What follows belongs to an exercise in optimizing a design on an open flow for small area, a short achievable clock period and few clock cycles; a production flow would make more cautious choices. Function was checked by simulation only, so behaviour that the tests miss may differ from the original. No activity file was given, so power comes from the tool's default toggle rates.

$ cat design/flow/config.mk
export PLATFORM = sky130hd
export DESIGN_NAME = lcd_img_ctrl
export DESIGN_NICKNAME = lcd_img_ctrl
export VERILOG_FILES = /design/flow/design.v
export SDC_FILE = /design/flow/constraint.sdc
export NUM_CORES = 4
export LEC_CHECK = 0
export CAP_MARGIN = 25
export CELL_PAD_IN_SITES_DETAIL_PLACEMENT = 1
export CELL_PAD_IN_SITES_GLOBAL_PLACEMENT = 2
export CORE_MARGIN = 2
export CORE_UTILIZATION = 40
export CTS_BUF_LIST = sky130_fd_sc_hd__clkbuf_8
export CTS_CLUSTER_DIAMETER = 50
export CTS_CLUSTER_SIZE = 14
export PLACE_DENSITY = 0.48
export SLEW_MARGIN = 25
$ cat design/flow/constraint.sdc
create_clock -name core_clock -period 12.0 [get_ports {clk}]
set_input_delay 2.4000 -clock core_clock [delete_from_list [all_inputs] [get_ports {clk}]]
set_output_delay 2.4000 -clock core_clock [all_outputs]
set_load 0.01 [all_outputs]
$ cat design/flow/design.v
module lcd_img_ctrl #(
   parameter int unsigned IMG_W = 8,
   parameter int unsigned DW    = 8,
   parameter int unsigned AW    = 6
) (
   input  logic          clk,
   input  logic          reset,
   input  logic [3:0]    cmd,
   input  logic          cmd_valid,
   output logic          IROM_rd,
   output logic [AW-1:0] IROM_A,
   input  logic [DW-1:0] IROM_Q,
   output logic          IRAM_valid,
   output logic [DW-1:0] IRAM_D,
   output logic [AW-1:0] IRAM_A,
   output logic          busy,
   output logic          done
);
   localparam int NPIX = 64;
   function automatic logic [6:0] pe64(input logic [63:0] v);
      logic [7:0]  any8;
      logic [23:0] lo;
      logic [2:0]  g;
      logic        f;
      for (int i = 0; i < 8; i++) begin
         any8[i] = |v[i*8 +: 8];
         lo[i*3 +: 3] = 3'd0;
         for (int j = 7; j >= 0; j--) if (v[i*8 + j]) lo[i*3 +: 3] = 3'(j);
      end
      g = 3'd0;
      for (int i = 7; i >= 0; i--) if (any8[i]) g = 3'(i);
      f = |any8;
      pe64 = {f, g, lo[g*3 +: 3]};
   endfunction
   function automatic logic [63:0] dec64(input logic [5:0] a);
      dec64 = 64'd1 << a;
   endfunction
   logic [2:0]    x_q, y_q;              
   logic [7:0]    colW, rowW;            
   logic          fin_q;                 
   logic          s1_v, s1_fwd;
   logic [3:0]    s1_op;
   logic          s2_v;
   logic [7:0]    colS2, rowS2;          
   logic [DW-1:0] w_q [4];               
   logic          s2_mx, s2_mn, s2_avg, s2_perm;
   logic [7:0]    s2_src;
   logic          rv1;                   
   logic [AW-1:0] ra1;                   
   logic [NPIX-1:0] req_q;               
   logic [NPIX-1:0] dirty_q;             
   logic            fresh_q;             
   logic [NPIX-1:0] req_v, dirty_v;      
   logic          wv1;
   logic [AW-1:0] wa1;
   logic [DW-1:0] img [0:NPIX-1];
   assign req_v   = req_q;
   assign dirty_v = dirty_q;
   logic ready, s1_adv, take;
   logic [2:0] x_n, y_n;
   logic [7:0] colW_n, rowW_n;
   always_comb begin
      x_n = x_q;
      y_n = y_q;
      colW_n = colW;
      rowW_n = rowW;
      if (take) begin
         case (cmd)
            4'h1: if (!rowW[0]) begin y_n = y_q - 3'd1; rowW_n = rowW >> 1; end
            4'h2: if (!rowW[7]) begin y_n = y_q + 3'd1; rowW_n = rowW << 1; end
            4'h3: if (!colW[0]) begin x_n = x_q - 3'd1; colW_n = colW >> 1; end
            4'h4: if (!colW[7]) begin x_n = x_q + 3'd1; colW_n = colW << 1; end
            default: ;
         endcase
      end
   end
   logic [7:0] colN, rowN;               
   assign colN = colW | (colW << 1) | (colW >> 1);
   assign rowN = rowW | (rowW << 1) | (rowW >> 1);
   logic [NPIX-1:0] winmask, nbmask;
   always_comb begin
      for (int p = 0; p < NPIX; p++) begin
         winmask[p] = rowW[p/8] & colW[p%8];
         nbmask[p]  = rowN[p/8] & colN[p%8];
      end
   end
   logic ready_q, busy_q, rdy_n, s1_v_n;
   logic [NPIX-1:0] req_n;
   assign ready  = ready_q;
   assign s1_adv = s1_v & ready_q;
   assign busy   = busy_q;
   assign take   = cmd_valid & ~busy_q;
   assign rdy_n  = ~fresh_q & (&(req_n | ~winmask));
   always_comb begin
      if (take && cmd >= 4'h5 && cmd <= 4'hB) s1_v_n = 1'b1;
      else if (s1_adv)                        s1_v_n = 1'b0;
      else                                    s1_v_n = s1_v;
   end
   logic [DW-1:0] rd_cls [4];
   logic [AW-1:0] wa_cls [4];
   always_comb begin
      for (int k = 0; k < 4; k++) begin
         logic [2:0] col, row;
         col = 3'd0;
         row = 3'd0;
         for (int c = 0; c < 8; c++) begin
            if (colW[c] && (c % 2) == k % 2) col = 3'(c);
            if (rowW[c] && (c % 2) == k / 2) row = 3'(c);
         end
         wa_cls[k] = {row, col};
         rd_cls[k] = img[{row[2:1], k[1], col[2:1], k[0]}];
      end
   end
   logic [3:0] byp;
   always_comb begin
      for (int k = 0; k < 4; k++)
         byp[k] = rv1 & rowW[ra1[5:3]] & colW[ra1[2:0]] & (ra1[0] == k[0]) & (ra1[3] == k[1]);
   end
   function automatic logic [1:0] slot_cls(input logic [1:0] slot, input logic a, input logic b);
      slot_cls = {slot[1] ? b : ~b, slot[0] ? a : ~a};
   endfunction
   function automatic logic [1:0] cls_slot(input logic [1:0] k, input logic a, input logic b);
      cls_slot = {k[1] == b, k[0] == a};
   endfunction
   function automatic logic [1:0] perm_src(input logic [3:0] op, input logic [1:0] dst);
      logic [1:0] r;
      r = dst;
      case (op)
         4'h8: case (dst) 2'd0: r = 2'd1; 2'd1: r = 2'd3; 2'd3: r = 2'd2; default: r = 2'd0; endcase
         4'h9: case (dst) 2'd0: r = 2'd2; 2'd2: r = 2'd3; 2'd3: r = 2'd1; default: r = 2'd0; endcase
         4'hA: case (dst) 2'd0: r = 2'd2; 2'd2: r = 2'd0; 2'd1: r = 2'd3; default: r = 2'd1; endcase
         4'hB: case (dst) 2'd0: r = 2'd1; 2'd1: r = 2'd0; 2'd2: r = 2'd3; default: r = 2'd2; endcase
         default: r = dst;
      endcase
      perm_src = r;
   endfunction
   logic [7:0] s1_src;                   
   always_comb begin
      for (int k = 0; k < 4; k++)
         s1_src[k*2 +: 2] = slot_cls(perm_src(s1_op, cls_slot(2'(k), x_q[0], y_q[0])), x_q[0], y_q[0]);
   end
   logic ge01, ge02, ge03, ge12, ge13, ge23;
   assign ge01 = w_q[0] >= w_q[1];
   assign ge02 = w_q[0] >= w_q[2];
   assign ge03 = w_q[0] >= w_q[3];
   assign ge12 = w_q[1] >= w_q[2];
   assign ge13 = w_q[1] >= w_q[3];
   assign ge23 = w_q[2] >= w_q[3];
   logic [3:0] mxw, mnw;
   assign mxw[0] =  ge01 &  ge02 &  ge03;
   assign mxw[1] = ~ge01 &  ge12 &  ge13;
   assign mxw[2] = ~ge02 & ~ge12 &  ge23;
   assign mxw[3] = ~ge03 & ~ge13 & ~ge23;
   assign mnw[0] = ~ge01 & ~ge02 & ~ge03;
   assign mnw[1] =  ge01 & ~ge12 & ~ge13;
   assign mnw[2] =  ge02 &  ge12 & ~ge23;
   assign mnw[3] =  ge03 &  ge13 &  ge23;
   logic [DW+1:0] sum;
   logic [DW:0]   sum01, sum23;
   assign sum01 = {1'b0, w_q[0]} + {1'b0, w_q[1]};
   assign sum23 = {1'b0, w_q[2]} + {1'b0, w_q[3]};
   assign sum   = {1'b0, sum01} + {1'b0, sum23};
   logic [DW-1:0] r_cls [4];
   always_comb begin
      for (int k = 0; k < 4; k++) begin
         r_cls[k] = s2_avg ? sum[DW+1:2] : '0;
         for (int i = 0; i < 4; i++) begin
            if ((s2_mx & mxw[i]) | (s2_mn & mnw[i]) | (s2_perm & (s2_src[k*2 +: 2] == 2'(i))))
               r_cls[k] = r_cls[k] | w_q[i];
         end
      end
   end
   logic [3:0] colS2m4, rowS2m4;       
   always_comb begin
      for (int c = 0; c < 4; c++) begin
         colS2m4[c] = s2_v & (colS2[c] | colS2[c+4]);
         rowS2m4[c] = rowS2[c] | rowS2[c+4];
      end
   end
   logic ld_conf, ld_ok, ld_conf_q;
   assign ld_conf = ld_conf_q;
   assign ld_ok   = rv1 & ~ld_conf;
   logic [DW-1:0] lane [16];            
   always_comb begin
      for (int l = 0; l < 16; l++) begin
         if (colS2m4[l%4] & rowS2m4[l/4]) lane[l] = r_cls[{l[2], l[0]}];
         else                             lane[l] = IROM_Q;
      end
   end
   logic [NPIX-1:0] we_s2, we_ld, ra1_dec;
   assign ra1_dec = dec64(ra1);
   assign req_n   = ((req_v & ~{NPIX{fresh_q}}) | ({NPIX{IROM_rd}} & dec64(IROM_A))) &
                    ~({NPIX{rv1 & ld_conf}} & ra1_dec);
   always_comb begin
      for (int p = 0; p < NPIX; p++) begin
         we_s2[p] = s2_v & rowS2[p/8] & colS2[p%8];
         we_ld[p] = ld_ok & ra1_dec[p];
      end
   end
   always_ff @(posedge clk) begin
      for (int p = 0; p < NPIX; p++) begin
         if (we_s2[p] | we_ld[p]) img[p] <= lane[((p/8)%4)*4 + (p%8)%4];
      end
   end
   logic [NPIX-1:0] need, m2;
   logic [6:0]      pick_nb, pick_any;
   logic [3:0]      wneed;
   logic [AW-1:0]   pick_win;
   logic            lfound;
   logic [AW-1:0]   laddr;
   assign need     = ~req_v & ~({NPIX{IROM_rd}} & dec64(IROM_A));
   assign m2       = need & nbmask;
   assign pick_nb  = pe64(m2);
   assign pick_any = pe64(need);
   always_comb begin
      for (int k = 0; k < 4; k++) begin
         wneed[k] = 1'b0;
         for (int p = 0; p < NPIX; p++)
            if ((p % 2) == k % 2 && ((p / 8) % 2) == k / 2) wneed[k] = wneed[k] | (need[p] & winmask[p]);
      end
      pick_win = wa_cls[3];
      for (int k = 2; k >= 0; k--) if (wneed[k]) pick_win = wa_cls[k];
      if (|wneed)          begin lfound = 1'b1;        laddr = pick_win;       end
      else if (pick_nb[6]) begin lfound = 1'b1;        laddr = pick_nb[5:0];   end
      else                 begin lfound = pick_any[6]; laddr = pick_any[5:0]; end
   end
   logic [NPIX-1:0] dirty_c;
   logic [6:0]      pick_far, pick_dirty;
   logic [15:0] eqm;                    
   logic [3:0]  chg, unch;
   logic [NPIX-1:0] dset_s2;
   always_comb begin
      for (int i = 0; i < 4; i++)
         for (int j = 0; j < 4; j++)
            eqm[i*4+j] = (i == j) ? 1'b1 : (w_q[i] == w_q[j]);
      for (int k = 0; k < 4; k++) begin
         unch[k] = s2_avg & eqm[0*4+1] & eqm[0*4+2] & eqm[0*4+3];
         for (int i = 0; i < 4; i++) begin
            if ((s2_mx & mxw[i]) | (s2_mn & mnw[i]) | (s2_perm & (s2_src[k*2 +: 2] == 2'(i))))
               unch[k] = unch[k] | eqm[i*4+k];
         end
         chg[k] = ~unch[k];
      end
      for (int p = 0; p < NPIX; p++) dset_s2[p] = we_s2[p] & chg[{(p / 8) % 2 == 1, p % 2 == 1}];
   end
   logic [NPIX-1:0] dirty_k;             
   assign dirty_k    = dirty_v & ~({NPIX{wv1}} & dec64(wa1));
   assign dirty_c    = dirty_k;
   assign pick_far   = pe64(dirty_c & ~nbmask);
   assign pick_dirty = pe64(dirty_c);
   logic all_quiet;
   assign all_quiet = fin_q & ~s1_v & ~s2_v & ~(|dirty_v) & (&req_v) & ~IROM_rd & ~rv1 & ~wv1;
   always_ff @(posedge clk) begin
      for (int k = 0; k < 4; k++) begin
         if (s1_fwd)      w_q[k] <= r_cls[k];
         else if (byp[k]) w_q[k] <= IROM_Q;
         else             w_q[k] <= rd_cls[k];
      end
      s2_mx   <= s1_op == 4'h5;
      s2_mn   <= s1_op == 4'h6;
      s2_avg  <= s1_op == 4'h7;
      s2_perm <= s1_op >= 4'h8;
      s2_src  <= s1_src;
      colS2   <= colW;
      rowS2   <= rowW;
      req_q   <= req_n;
      dirty_q <= (dirty_k | dset_s2 | we_ld) & ~{NPIX{fresh_q}};
      ld_conf_q <= s1_adv & (colW[IROM_A[1:0]] | colW[{1'b1, IROM_A[1:0]}]) &
                            (rowW[IROM_A[4:3]] | rowW[{1'b1, IROM_A[4:3]}]);
      IRAM_D <= img[wa1];
      IRAM_A <= wa1;
      ra1    <= IROM_A;
      wa1    <= pick_far[6] ? pick_far[5:0] : pick_dirty[5:0];
   end
   always_ff @(posedge clk or posedge reset) begin
      if (reset) begin
         x_q        <= 3'd4;
         y_q        <= 3'd4;
         colW       <= 8'b0001_1000;
         rowW       <= 8'b0001_1000;
         fin_q      <= 1'b0;
         s1_v       <= 1'b0;
         ready_q    <= 1'b0;
         busy_q     <= 1'b0;
         s1_fwd     <= 1'b0;
         s1_op      <= 4'h0;
         s2_v       <= 1'b0;
         rv1        <= 1'b0;
         fresh_q    <= 1'b1;
         wv1        <= 1'b0;
         IROM_rd    <= 1'b1;
         IROM_A     <= AW'(36);
         IRAM_valid <= 1'b0;
         done       <= 1'b0;
      end else begin
         fresh_q <= 1'b0;
         x_q  <= x_n;
         y_q  <= y_n;
         colW <= colW_n;
         rowW <= rowW_n;
         if (take && cmd == 4'h0) fin_q <= 1'b1;
         s1_v    <= s1_v_n;
         ready_q <= rdy_n;
         busy_q  <= (fin_q | (take && cmd == 4'h0)) | (s1_v_n & ~rdy_n);
         if (take && cmd >= 4'h5 && cmd <= 4'hB) begin
            s1_op  <= cmd;
            s1_fwd <= s1_adv;
         end
         s2_v <= s1_adv;
         rv1     <= IROM_rd;
         IROM_rd <= lfound | fresh_q;
         IROM_A  <= fresh_q ? AW'(35) : laddr;
         wv1        <= pick_dirty[6] & ~fresh_q;
         IRAM_valid <= wv1;
         if (all_quiet) done <= 1'b1;
      end
   end
endmodule
$ cat design/flow/flow/run.sh
#!/bin/bash
# Own flow: the standard layout (standard synthesis, floorplan, placement, CTS, routing)
# at the design's clock period and constraints, with repair_timing asked to leave extra
# setup margin so that it also speeds up paths that already meet the 12 ns clock. Buffer
# removal is skipped in repair_timing so that no net is left close to its slew limit.
# The make output goes to flow_make.log here; each ORFS step keeps its own log under orfs/logs.
set -euo pipefail
bash standard.sh SETUP_SLACK_MARGIN=8 SKIP_BUFFER_REMOVAL=1 finish > flow_make.log 2>&1
$ cat design/flow/standard.sh
#!/bin/bash
# synth_recipe.tcl (not shown) runs the flow's synth.tcl, then flattens the netlist and writes it again
# the make line also repeats each setting of config.mk as NAME=value (left out here)
make -C /OpenROAD-flow-scripts/flow DESIGN_CONFIG=/design/flow/config.mk WORK_HOME=/design/flow/orfs CLKGATE_MAP_FILE= SYNTH_SCRIPT=/design/flow/synth_recipe.tcl "${@:-finish}"
==> results of run 1 <==
==> per-layer routing <==
layer / GRT usage (%) / up-vias / wire length [um]
met3: 19.0 / 1514 / 40800
met2: 73.3 / 4531 / 121000
met4: 46.1 / 14 / 35500
met1: 61.4 / 24500 / 103000
li1: - / 19000 / -
met5: 0.936 / - / 157
==> sequential cells by signal (all words and copies together) (netlist names), 4 cells and up <==
name / cells
colW: 8
img: 512
IRAM_A: 6
s2_src: 8
IRAM_D: 8
dirty_q: 64
ra1: 6
rowS2: 8
req_q: 64
w_q: 32
rowW: 8
IROM_A: 6
s1_op: 4
colS2: 8
wa1: 6
==> worst paths after layout <==
kind / to / cells after the start / slack, ns
worst max register to register: img[44][7] / 15 / 7.83
min in group asynchronous: busy_q / 3 / 2.08
worst min register to register: IRAM_valid / 0 / 0.45
max in group asynchronous: IROM_A[1] / 3 / 9.35
worst min-delay path: IRAM_valid / 0 / 0.45
worst max-delay path: img[44][7] / 15 / 7.83
==> cells in the final DEF (no fill, tap or decap), types with 25 or more instances in the layout <==
cell type	instances
nand2_1	534
edfxtp_1	512
a22oi_1	442
nor2_1	323
buf_4	293
a21oi_1	291
dfxtp_1	190
o21ai_0	161
nand4_1	116
clkbuf_8	98
o21ai_1	90
inv_1	85
a31oi_1	82
nand3_1	70
nor3_1	66
o22ai_1	65
ha_1	55
a211oi_1	52
a221oi_1	51
a22o_1	51
nand2b_1	49
a222oi_1	40
nor4_1	39
nor2_2	36
o21a_1	35
o21ai_2	34
a32oi_1	33
a21o_1	32
nor2b_1	31
and2_1	30
o31ai_1	30
o21ai_4	27
o32ai_1	27
mux2i_1	26
or3_1	25
a221o_1	25
o221ai_1	25
==> power breakdown <==
group | internal [mW] | switching [mW]
Combinational | 0.346 | 0.722
Sequential | 2.87 | 0.0855
Clock | 1.06 | 1.23
==> final cells by class <==
cell class	instances	area (um2)
tap	1476	1850
timing repair buffer	376	3280
antenna	18	45.0
clock buffer	98	1350
clock inverter	77	888
inverter	88	332
multi-input combinational	3528	23800
sequential	767	20800
fill	12200	57000
==> critical path, cell delays in order, from the launching register on <==
cell      delay [ns]
dfxtp_1         0.53
fa_1            0.49
fa_1            0.50
ha_1            0.35
a21o_1          0.21
a21oi_2         0.15
o21bai_1        0.10
a21oi_2         0.17
nor2b_1         0.07
o21a_1          0.17
o21a_1          0.23
buf_4           0.14
a221o_1         0.29
a221oi_4        0.19
buf_6           0.20
o21ai_4         0.08
==> repair_timing <==
action,4_1_cts,5_1_grt
setup endpoints to repair,619,583
buffers inserted,68,31
pin swaps,18,28
hold buffers,0,0
gates resized for setup,328,213
gates cloned,5,4
==> through the flow <==
stage / power, mW / instances / hold WS [ns] / utilization, % / instance area, um2
finish: 6.32 / 6428 / 0.453 / 47.9 / 52300
global placement: 3.90 / 6119 / 0.360 / 43.2 / 47200
CTS: 6.19 / 6371 / 0.401 / 46.8 / 51200
global route: 6.42 / 6414 / 0.450 / 47.8 / 52300
detailed placement: 3.91 / 6123 / 0.365 / 43.3 / 47300
floorplan: 3.46 / 4676 / 0.326 / - / 44200
==> cells by family (layout without fill, tap and decap cells) <==
| family | after synthesis | in the layout | synth area share, % |
|---|---|---|---|
| buf+inv | 384 | 639 | 3.35 |
| flops | 767 | 767 | 46.8 |
| mux | 57 | 57 | 1.50 |
| compound gates | 1833 | 1833 | 28.7 |
| other cells | 1 | 19 | 0.00848 |
| fa+ha+maj | 71 | 71 | 2.28 |
| xor+xnor | 11 | 11 | 0.218 |
| simple gates | 1552 | 1555 | 17.2 |
==> flow_summary.json, run 1 <==
{
  "fin_crit_sh_pct": 34.8,
  "leakage_nw": 18.3,
  "routed-via-count": 49500,
  "drt_wl_total_um": 301000,
  "numClockSinks": 767,
  "setup_tns_ns": 0,
  "track_usage_pct": 51.8,
  "grt_pass1_vias": 46300,
  "drc": 0,
  "syn-cell-area_mm2": 0.0442,
  "worst_r2r_startpoint": "w_q[2][3]",
  "synthTopCellsByArea": "edfxtp_1 35%, dfxtp_1 9.7%, a22oi_1 7.5%",
  "synth-seq-cells": 767,
  "ioPinCount": 39,
  "maxCapViolations": 0,
  "layout-drive-gt1-share_pct": 18.0,
  "wl_per_cell_um": 46.8,
  "htreeDepth": 3,
  "min-delay-start": "wv1",
  "rsz0062_at_grt": "true",
  "async_flop_share_pct": 5.22,
  "cp-end-kind": "flop",
  "finalHoldViolCount": 0,
  "yosys-top-cells-count": "544 x nand2_1, 512 x edfxtp_1, 443 x a22oi_1",
  "finClkSkew_ns": 0.0620,
  "critPathMaxFanout": 6,
  "drt_iter0_drc": 8893,
  "numPortBuffers": 38,
  "powerDensity_mw_per_mm2": 121,
  "netlist.top_cell.by_area": "edfxtp_1",
  "start_util_pct": 40.5,
  "synth_fp_nets": 4762,
  "cts_root_buf": "clkbuf_8",
  "synth_cell_types": 102,
  "synth_ff_type": "edfxtp_1",
  "crit_type": "reg2reg",
  "insertion_delay_ns": 0.86,
  "finalSetupViolations": 0,
  "start_kind": "flop",
  "post-place-ws_ns": 6.91,
  "synth_cells": 4676,
  "path_clk_slew_ns": 0.09,
  "grt_pass1_wl_um": 401000,
  "synth_edf_count": 512,
  "vias_per_cell": 7.71,
  "max-vdd-ir-drop_mv": 0.0940,
  "nets": 4942,
  "ys_seq_area_share_pct": 46.8,
  "numCtsBuffers": 95,
  "overflow": 0,
  "die_area_mm2": 0.113,
  "cp.required_ns": 12.53,
  "relSlewSlack_pct": 10.2,
  "period_minus_slack_ns": 4.17,
  "dr.pass1.iters": 9,
  "rows": 121,
  "gp_congestion": 1.14,
  "tritoncts": "done",
  "drtAntennaViolNets": 0,
  "syn2layout_area_growth_pct": 18.3,
  "synthMostInstantiatedCell": "nand2_1",
  "die_h_um": 337,
  "fin_ws_ns": 7.83,
  "drv_slew": 0,
  "core_mm2": 0.109,
  "antenna_found_initial": 23,
  "grt_max_degree": 76,
  "worstMarginPinSlew_ns": 1.34,
  "synth_top_area_share_pct": 34.8,
  "avgSynthCellArea_um2": 9.46,
  "hold_path_class": "reg2reg",
  "cp.arrival_ns": 4.70,
  "clockBufferDepth": 3,
  "place_hpwl_um": 221000,
  "status": "complete, no violations",
  "yosysWarningCount": 7,
  "critical_path.startpoint": "w_q[2][3]",
  "die_w_um": 337,
  "max_freq_mhz": 240
}
Testbench counts, summed over its fixed seeds: cycles 4,436.
==> run 2: changes to the inputs <==
--- a/design/flow/config.mk
+++ b/design/flow/config.mk
@@ -16,2 +16,3 @@
 export PLACE_DENSITY = 0.48
 export SLEW_MARGIN = 25
+export TNS_END_PERCENT = 60
==> run 2 against run 1 <==
  * Register-to-register slack worse by 0.04 ns
  * Critical path depth is 5 lower
  * Clock-buffer cell count stayed put
  * Critical path type unchanged
  * Combinational power hardly changed
  * Sequential share of layout area hardly changed
  * Setup slack worse by 0.037 ns
  * Non-clock buffer count is 7 higher
  * Sequential cell count stayed put
  * Clock power hardly changed
  * Core utilization hardly changed
  * Total power is 0.32% higher
  * Critical endpoint is now w_q[2][0]
==> flow_summary.json, run 2 <==
{
  "wl_per_cell_um": 46.8,
  "cp.required_ns": 12.67,
  "nFillCells": 12200,
  "layout-drive-gt1-share_pct": 17.9,
  "die_h_um": 337,
  "drt_wl_total_um": 300000,
  "critPathMaxFanout": 22,
  "rsz0062_at_grt": "true",
  "yosys-top-cells-count": "544 x nand2_1, 512 x edfxtp_1, 443 x a22oi_1",
  "min-delay-start": "wv1",
  "regToRegSetupSlack_ns": 7.79,
  "netlist.top_cell.by_area": "edfxtp_1",
  "syn2layout_area_growth_pct": 18.3,
  "synthMostInstantiatedCell": "nand2_1",
  "synth_top_area_share_pct": 34.8,
  "place_hpwl_um": 221000,
  "highest_layer": "met5",
  "drt_iter0_drc": 9134,
  "synth_ff_type": "edfxtp_1",
  "async_flop_share_pct": 5.22,
  "avgSynthCellArea_um2": 9.46,
  "fin_crit_sh_pct": 35.1,
  "grt_pass1_wl_um": 401000,
  "crit_slowest_cell": "nor2_1",
  "max_freq_mhz": 237,
  "rows": 121,
  "r2r_end": "w_q[2][0]",
  "post-place-ws_ns": 6.91,
  "report.power.total_mw": 6.34,
  "grt_max_degree": 76,
  "status": "complete, no violations",
  "die_w_um": 337,
  "cp.arrival_ns": 4.89,
  "synth_fp_nets": 4762,
  "max_flop_register": "img",
  "antenna_found_initial": 17,
  "vias_per_cell": 7.66,
  "top_regs": "img: 512 flops, dirty_q: 64 flops, req_q: 64 flops",
  "drv_slew": 0,
  "cts_root_buf": "clkbuf_8",
  "period_minus_slack_ns": 4.21,
  "final_cell_mix": "536 x nand2_1, 512 x edfxtp_1, 442 x a22oi_1, 325 x nor2_1, 301 x buf_4",
  "worst_r2r_startpoint": "rowW[3]",
  "tritoncts": "done",
  "crit_type": "reg2reg",
  "synth_edf_count": 512,
  "track_usage_pct": 51.8,
  "synth_cell_types": 102,
  "clockBufferDepth": 3,
  "whs_path_depth": 0,
  "start_util_pct": 40.5,
  "die_area_mm2": 0.113,
  "worstMarginPinSlew_ns": 1.30,
  "cp.depth": 10,
  "r2r_cells": 10,
  "slowest_delay_ns": 0.92,
  "finalHoldViolCount": 0,
  "crit_buf_inv": 1,
  "numPortBuffers": 38,
  "largest_reg_flops": 512,
  "drtAntennaViolNets": 0,
  "leakage_nw": 18.3,
  "gp_congestion": 1.14,
  "start_kind": "flop",
  "drc": 0,
  "ys_seq_area_share_pct": 46.8,
  "fin_ws_ns": 7.79,
  "ioPinCount": 39,
  "wl_met3_um": 40300,
  "htreeDepth": 3,
  "finalSetupViolations": 0,
  "hold_path_end": "IRAM_valid",
  "synth_cells": 4676,
  "wl_met2_um": 121000,
  "nets": 4948,
  "yosysWarningCount": 7,
  "grt_pass1_vias": 46300,
  "max-vdd-ir-drop_mv": 0.0945,
  "core_mm2": 0.109,
  "hold_path_class": "reg2reg",
  "numCtsBuffers": 95,
  "setup_tns_ns": 0,
  "overflow": 0,
  "dr.pass1.iters": 9,
  "crit_top_cell": "nor2_1",
  "numClockSinks": 767,
  "maxCapViolations": 0,
  "powerDensity_mw_per_mm2": 121,
  "met1Wirelength_um": 104000,
  "holdBufCountCts": 0,
  "cp_top_family": "simple AND/OR/NAND/NOR gates",
  "final_common_cell": "nand2_1",
  "routed-via-count": 49200,
  "synth-seq-cells": 767,
  "insertion_delay_ns": 0.88,
  "finClkSkew_ns": 0.0528,
  "relSlewSlack_pct": 13.2,
  "syn-cell-area_mm2": 0.0442,
  "synthTopCellsByArea": "edfxtp_1 35%, dfxtp_1 9.7%, a22oi_1 7.5%",
  "cp-end-kind": "flop",
  "crit_chain": "buf_4, nor2b_1, nand2_1, nor2_1, a22oi_1, nand4_1, o22ai_1, nor2_1, a211oi_1, a21oi_1",
  "path_clk_slew_ns": 0.09
}
-- run 2: how the worst max path moves through the flow --
stage | start | endpoint | slack (ns)
after floorplan | w_q[0][0] | img[17][7] | 7.98
after global placement | w_q[0][0] | img[0][7] | 6.86
after detailed placement | w_q[1][2] | img[60][2] | 6.91
after CTS | IRAM_A[3] | IRAM_A[3] | 7.80
after global routing | w_q[0][1] | img[24][7] | 7.69
final | rowW[3] | w_q[2][0] | 7.79
-- run 2: through the flow --
stage / util, % / area (um2) / hold WS [ns] / instances
CTS: 46.8 / 51100 / 0.401 / 6367
floorplan: - / 44200 / 0.326 / 4676
global placement: 43.2 / 47200 / 0.360 / 6119
finish: 47.9 / 52300 / 0.443 / 6427
global route: 47.9 / 52300 / 0.443 / 6420
detailed placement: 43.3 / 47300 / 0.365 / 6123
-- run 2: cell families after synthesis --
kind of cell	Yosys count	share of synthesized area [%]
buffers and inverters	384	3.35
AOI/OAI and AO/OA	1833	28.7
and+or+nand+nor	1552	17.2
adders and majority gates	71	2.28
xor gates and xnor gates	11	0.218
DFF	767	46.8
other	1	0.00848
muxes	57	1.50
-- run 2: worst reg2reg max path, delay by kind of cell, from the launching register on --
| family | cells | cell delay, ns |
|---|---|---|
| AO/OA/AOI/OAI | 4 | 0.86 |
| buffers and inverters | 1 | 0.37 |
| flip-flops | 1 | 0.57 |
| AND/OR/NAND/NOR | 5 | 2.26 |
-- run 2: final cells by class --
cell class / count / area (um2) / area share, %
Multi-Input combinational cell: 3527 / 23700 / 45.4
Sequential cell: 767 / 20800 / 39.7
Timing Repair Buffer: 383 / 3360 / 6.42
Tap cell: 1476 / 1850 / 3.53
Clock buffer: 98 / 1350 / 2.58
Clock inverter: 77 / 888 / 1.70
Inverter: 88 / 335 / 0.641
Antenna cell: 11 / 27.5 / 0.0526
-- run 2: per-layer routing --
layer / GRT usage [%] / up-vias
met5: 1.70 / -
met4: 46.4 / 14
met3: 19.2 / 1466
met2: 73.3 / 4516
met1: 61.0 / 24300
li1: - / 19000
-- run 2: where the power goes --
part	internal, mW	leakage (nW)	switching, mW	total, mW
combinational	0.363	10.4	0.723	1.09
clock	1.06	1.12	1.23	2.30
sequential	2.87	6.82	0.0863	2.96
total	4.29	18.3	2.04	6.34
-- run 2: timing repair --
item                       4_1_cts  5_1_grt
setup endpoints to repair      619      635
buffers inserted                64       43
cloned                           5        5
pin swaps                       18       29
resized for setup              291      214
==> run 3: changes to the inputs <==
--- a/design/flow/config.mk
+++ b/design/flow/config.mk
@@ -10,9 +10,8 @@
 export CELL_PAD_IN_SITES_GLOBAL_PLACEMENT = 2
 export CORE_MARGIN = 2
-export CORE_UTILIZATION = 40
+export CORE_UTILIZATION = 35
 export CTS_BUF_LIST = sky130_fd_sc_hd__clkbuf_8
-export CTS_CLUSTER_DIAMETER = 50
-export CTS_CLUSTER_SIZE = 14
-export PLACE_DENSITY = 0.48
+export CTS_CLUSTER_DIAMETER = 60
+export CTS_CLUSTER_SIZE = 18
+export PLACE_DENSITY = 0.42
 export SLEW_MARGIN = 25
-export TNS_END_PERCENT = 60
==> run 3 against run 2 <==
  * Combinational power about the same
  * Total power down 0.84%
  * First-iteration DRC count shrank 11%
  * Via count is 1.3% lower
  * Final area up 0.61%
  * Setup slack worse by 0.0089 ns
  * Sequential share of layout area fell by 0.23 points
  * Worst hold slack gained 0.051 ns
  * Synthesized area is the same
  * Clock power decreased by 3%
  * Die area is 14% higher
  * Wire length increased by 4.9%
==> flow_summary.json, run 3 <==
{
  "htreeDepth": 3,
  "ys_seq_area_share_pct": 46.8,
  "numPortBuffers": 38,
  "fin_cells": 6599,
  "drtAntennaViolNets": 0,
  "wl_per_cell_um": 47.8,
  "cp-end-kind": "flop",
  "synth_top_area_share_pct": 34.8,
  "finalHoldViolCount": 0,
  "drv_slew": 0,
  "layout-drive-gt1-share_pct": 18.8,
  "nFillCells": 14000,
  "powerDensity_mw_per_mm2": 119,
  "crit_type": "reg2reg",
  "numClockSinks": 767,
  "rows": 130,
  "cts_root_buf": "clkbuf_8",
  "hold_path_class": "reg2reg",
  "insertion_delay_ns": 0.90,
  "synthTopCellsByArea": "edfxtp_1 35%, dfxtp_1 9.7%, a22oi_1 7.5%",
  "start_kind": "flop",
  "dr.pass1.iters": 6,
  "grt_pass1_vias": 45700,
  "wl_met3_um": 34500,
  "fin_crit_sh_pct": 35.2,
  "highest_layer": "met5",
  "synth_cell_types": 102,
  "period_minus_slack_ns": 4.22,
  "synth_cells": 4676,
  "start_util_pct": 35.2,
  "clockBufferDepth": 3,
  "async_flop_share_pct": 5.22,
  "syn2layout_area_growth_pct": 19.1,
  "syn-cell-area_mm2": 0.0442,
  "max_flop_register": "img",
  "routed-via-count": 48600,
  "relSlewSlack_pct": 14.6,
  "die_area_mm2": 0.129,
  "gp_congestion": 1.07,
  "holdBufCountCts": 0,
  "cp.arrival_ns": 4.83,
  "drt_wl_total_um": 315000,
  "nets": 4947,
  "yosysWarningCount": 7,
  "vias_per_cell": 7.36,
  "wl_met2_um": 131000,
  "max_freq_mhz": 237,
  "numCtsBuffers": 88,
  "cp.required_ns": 12.61,
  "place_hpwl_um": 235000,
  "drt_iter0_drc": 8174,
  "synth_ff_type": "edfxtp_1",
  "worstMarginPinSlew_ns": 1.28,
  "finClkSkew_ns": 0.0517,
  "largest_reg_flops": 512,
  "track_usage_pct": 47.0,
  "die_w_um": 359,
  "path_clk_slew_ns": 0.10,
  "yosys-top-cells-count": "544 x nand2_1, 512 x edfxtp_1, 443 x a22oi_1",
  "status": "complete, no violations",
  "max-vdd-ir-drop_mv": 0.113,
  "tritoncts": "done",
  "finalSetupViolations": 0,
  "grt_max_degree": 65,
  "synth-seq-cells": 767,
  "leakage_nw": 18.4,
  "final_cell_mix": "537 x nand2_1, 512 x edfxtp_1, 441 x a22oi_1, 316 x nor2_1, 303 x buf_4",
  "met1Wirelength_um": 116000,
  "grt_pass1_wl_um": 417000,
  "dp.cells": 6310,
  "synthMostInstantiatedCell": "nand2_1",
  "overflow": 0,
  "drc": 0,
  "final_common_cell": "nand2_1",
  "top_regs": "img: 512 flops, dirty_q: 64 flops, req_q: 64 flops",
  "avgSynthCellArea_um2": 9.46,
  "rsz0062_at_grt": "true",
  "ioPinCount": 39,
  "die_h_um": 359,
  "core_mm2": 0.126,
  "antenna_found_initial": 23,
  "synth_edf_count": 512,
  "maxCapViolations": 0,
  "critPathMaxFanout": 6,
  "setup_tns_ns": 0,
  "netlist.top_cell.by_area": "edfxtp_1",
  "synth_fp_nets": 4762
}
==> run 3: cell count changes in the layout (fill, tap and decap cells not counted), moves of 10 or more <==
| cell | previous run | this run |
|---|---|---|
| o21ai_2 | 33 | 48 |
| o21ai_1 | 88 | 75 |
| clkdlybuf4s50_1 | 27 | 11 |
| dlygate4sd2_1 | 2 | 15 |
| o21ai_0 | 167 | 155 |
| clkinvlp_4 | 15 | 5 |
| o21ai_4 | 24 | 34 |
==> run 3: worst paths after layout <==
kind,end,from,slack (ns),depth (start not counted)
min in group asynchronous,busy_q,reset,2.03,3
max in group asynchronous,wv1,reset,9.36,3
hold reg to reg,s2_perm,s1_op[3],0.49,0
setup / recovery,img[12][7],w_q[2][1],7.78,16
setup reg to reg,img[12][7],w_q[2][1],7.78,16
hold / removal,s2_perm,s1_op[3],0.49,0
==> run 3: power by group <==
| part | internal [mW] | switching, mW |
|---|---|---|
| combinational | 0.363 | 0.736 |
| clock | 0.952 | 1.27 |
| sequential | 2.87 | 0.0893 |
| total | 4.18 | 2.10 |
==> run 3: per-layer routing <==
| metal | GRT usage, % | vias up |
|---|---|---|
| met4 | 38.4 | 12 |
| met5 | 0 | - |
| met1 | 57.3 | 24400 |
| met2 | 69.2 | 3902 |
| met3 | 13.4 | 1285 |
| li1 | - | 19000 |
==> run 3: logic make-up after synthesis <==
| family | Yosys count | synth area share [%] |
|---|---|---|
| AO/OA/AOI/OAI | 1833 | 28.7 |
| AND/OR/NAND/NOR | 1552 | 17.2 |
| flip-flops | 767 | 46.8 |
| buffers and inverters | 384 | 3.35 |
| adder cells (fa/ha/maj) | 71 | 2.28 |
| multiplexers | 57 | 1.50 |
| XOR/XNOR | 11 | 0.218 |
| other | 1 | 0.00848 |
==> run 3: cell type report <==
type                    count  area (um2)  share of cell area, %
diodes                     12        30.0                 0.0570
clock inverters            72         856                   1.63
well taps                1650        2060                   3.92
clock buffers              94        1290                   2.46
flip-flops and latches    767       20800                   39.5
inverters                  88         332                  0.630
repair buffers            387        3340                   6.34
multi-input cells        3529       24000                   45.5
==> run 3: per-stage QoR <==
step | util [%] | hold slack, ns | power (mW) | setup WS [ns] | area [um2]
floorplan | - | 0.326 | 3.46 | 7.98 | 44200
global placement | 37.9 | 0.479 | 3.93 | 6.99 | 47500
detailed placement | 37.9 | 0.484 | 3.94 | 6.87 | 47600
CTS | 41.0 | 0.493 | 6.18 | 7.83 | 51500
global route | 41.9 | 0.495 | 6.42 | 7.60 | 52600
finish | 41.9 | 0.494 | 6.28 | 7.78 | 52700
==> run 3: critical path: stages, from the launching register on <==
cell and delay [ns]:
dfxtp_2 0.44, fa_1 0.48, fa_1 0.49, and3b_2 0.22
fa_2 0.34, a21o_1 0.18, a21oi_2 0.16, o21bai_1 0.11
a21oi_2 0.17, nor2b_1 0.08, o21a_1 0.17, o21a_2 0.25
a221o_1 0.30, a221oi_4 0.20, buf_6 0.20, buf_12 0.12
o21ai_4 0.05
==> run 3: timing repair <==
action                     in CTS  in global routing
resized for setup             357                216
setup endpoints to repair     628                563
pin swaps                      22                 45
setup buffers                  66                 34
gates cloned                    5                  5

## static timing again, ports no longer ideal
Ports are ideal in the flow. The routed layouts listed here were re-timed in OpenROAD.
Step 1 (the two cells are an assumption about what drives the block):
set clk [get_ports {clk}]
set_driving_cell -lib_cell sky130_fd_sc_hd__clkbuf_16 $clk
set_driving_cell -lib_cell sky130_fd_sc_hd__buf_2 [delete_from_list [all_inputs] $clk]
Step 2 times the ports against the registers' clock, not the clock port: input delays grow and output delays shrink by t, the midpoint of the rising clock arrivals with the driver on.
Slacks: no drivers / after step 1 / after step 2; pairs: no drivers / after step 1.
| run | t (ns) | slack for setup (ns) | hold WS [ns] | worst slew at a driven data input, ns | pins driven straight from the clock port |
|---|---|---|---|---|---|
| run 1 | 0.914 | 7.826 / 7.826 / 7.392 | 0.453 / 0.453 / 0.453 | 0.04 | 1 |
| run 2 | 0.930 | 7.789 / 7.741 / 7.272 | 0.443 / 0.443 / 0.443 | 0.04 | 1 |
| run 3 | 0.952 | 7.780 / 7.780 / 7.394 | 0.494 / 0.494 / 0.494 | 0.03 | 1 |
After both steps every run listed still meets setup and hold. For run 2, which loses most, drivers alone change the setup slack by -0.048 ns; drivers and shift together by -0.517 ns.
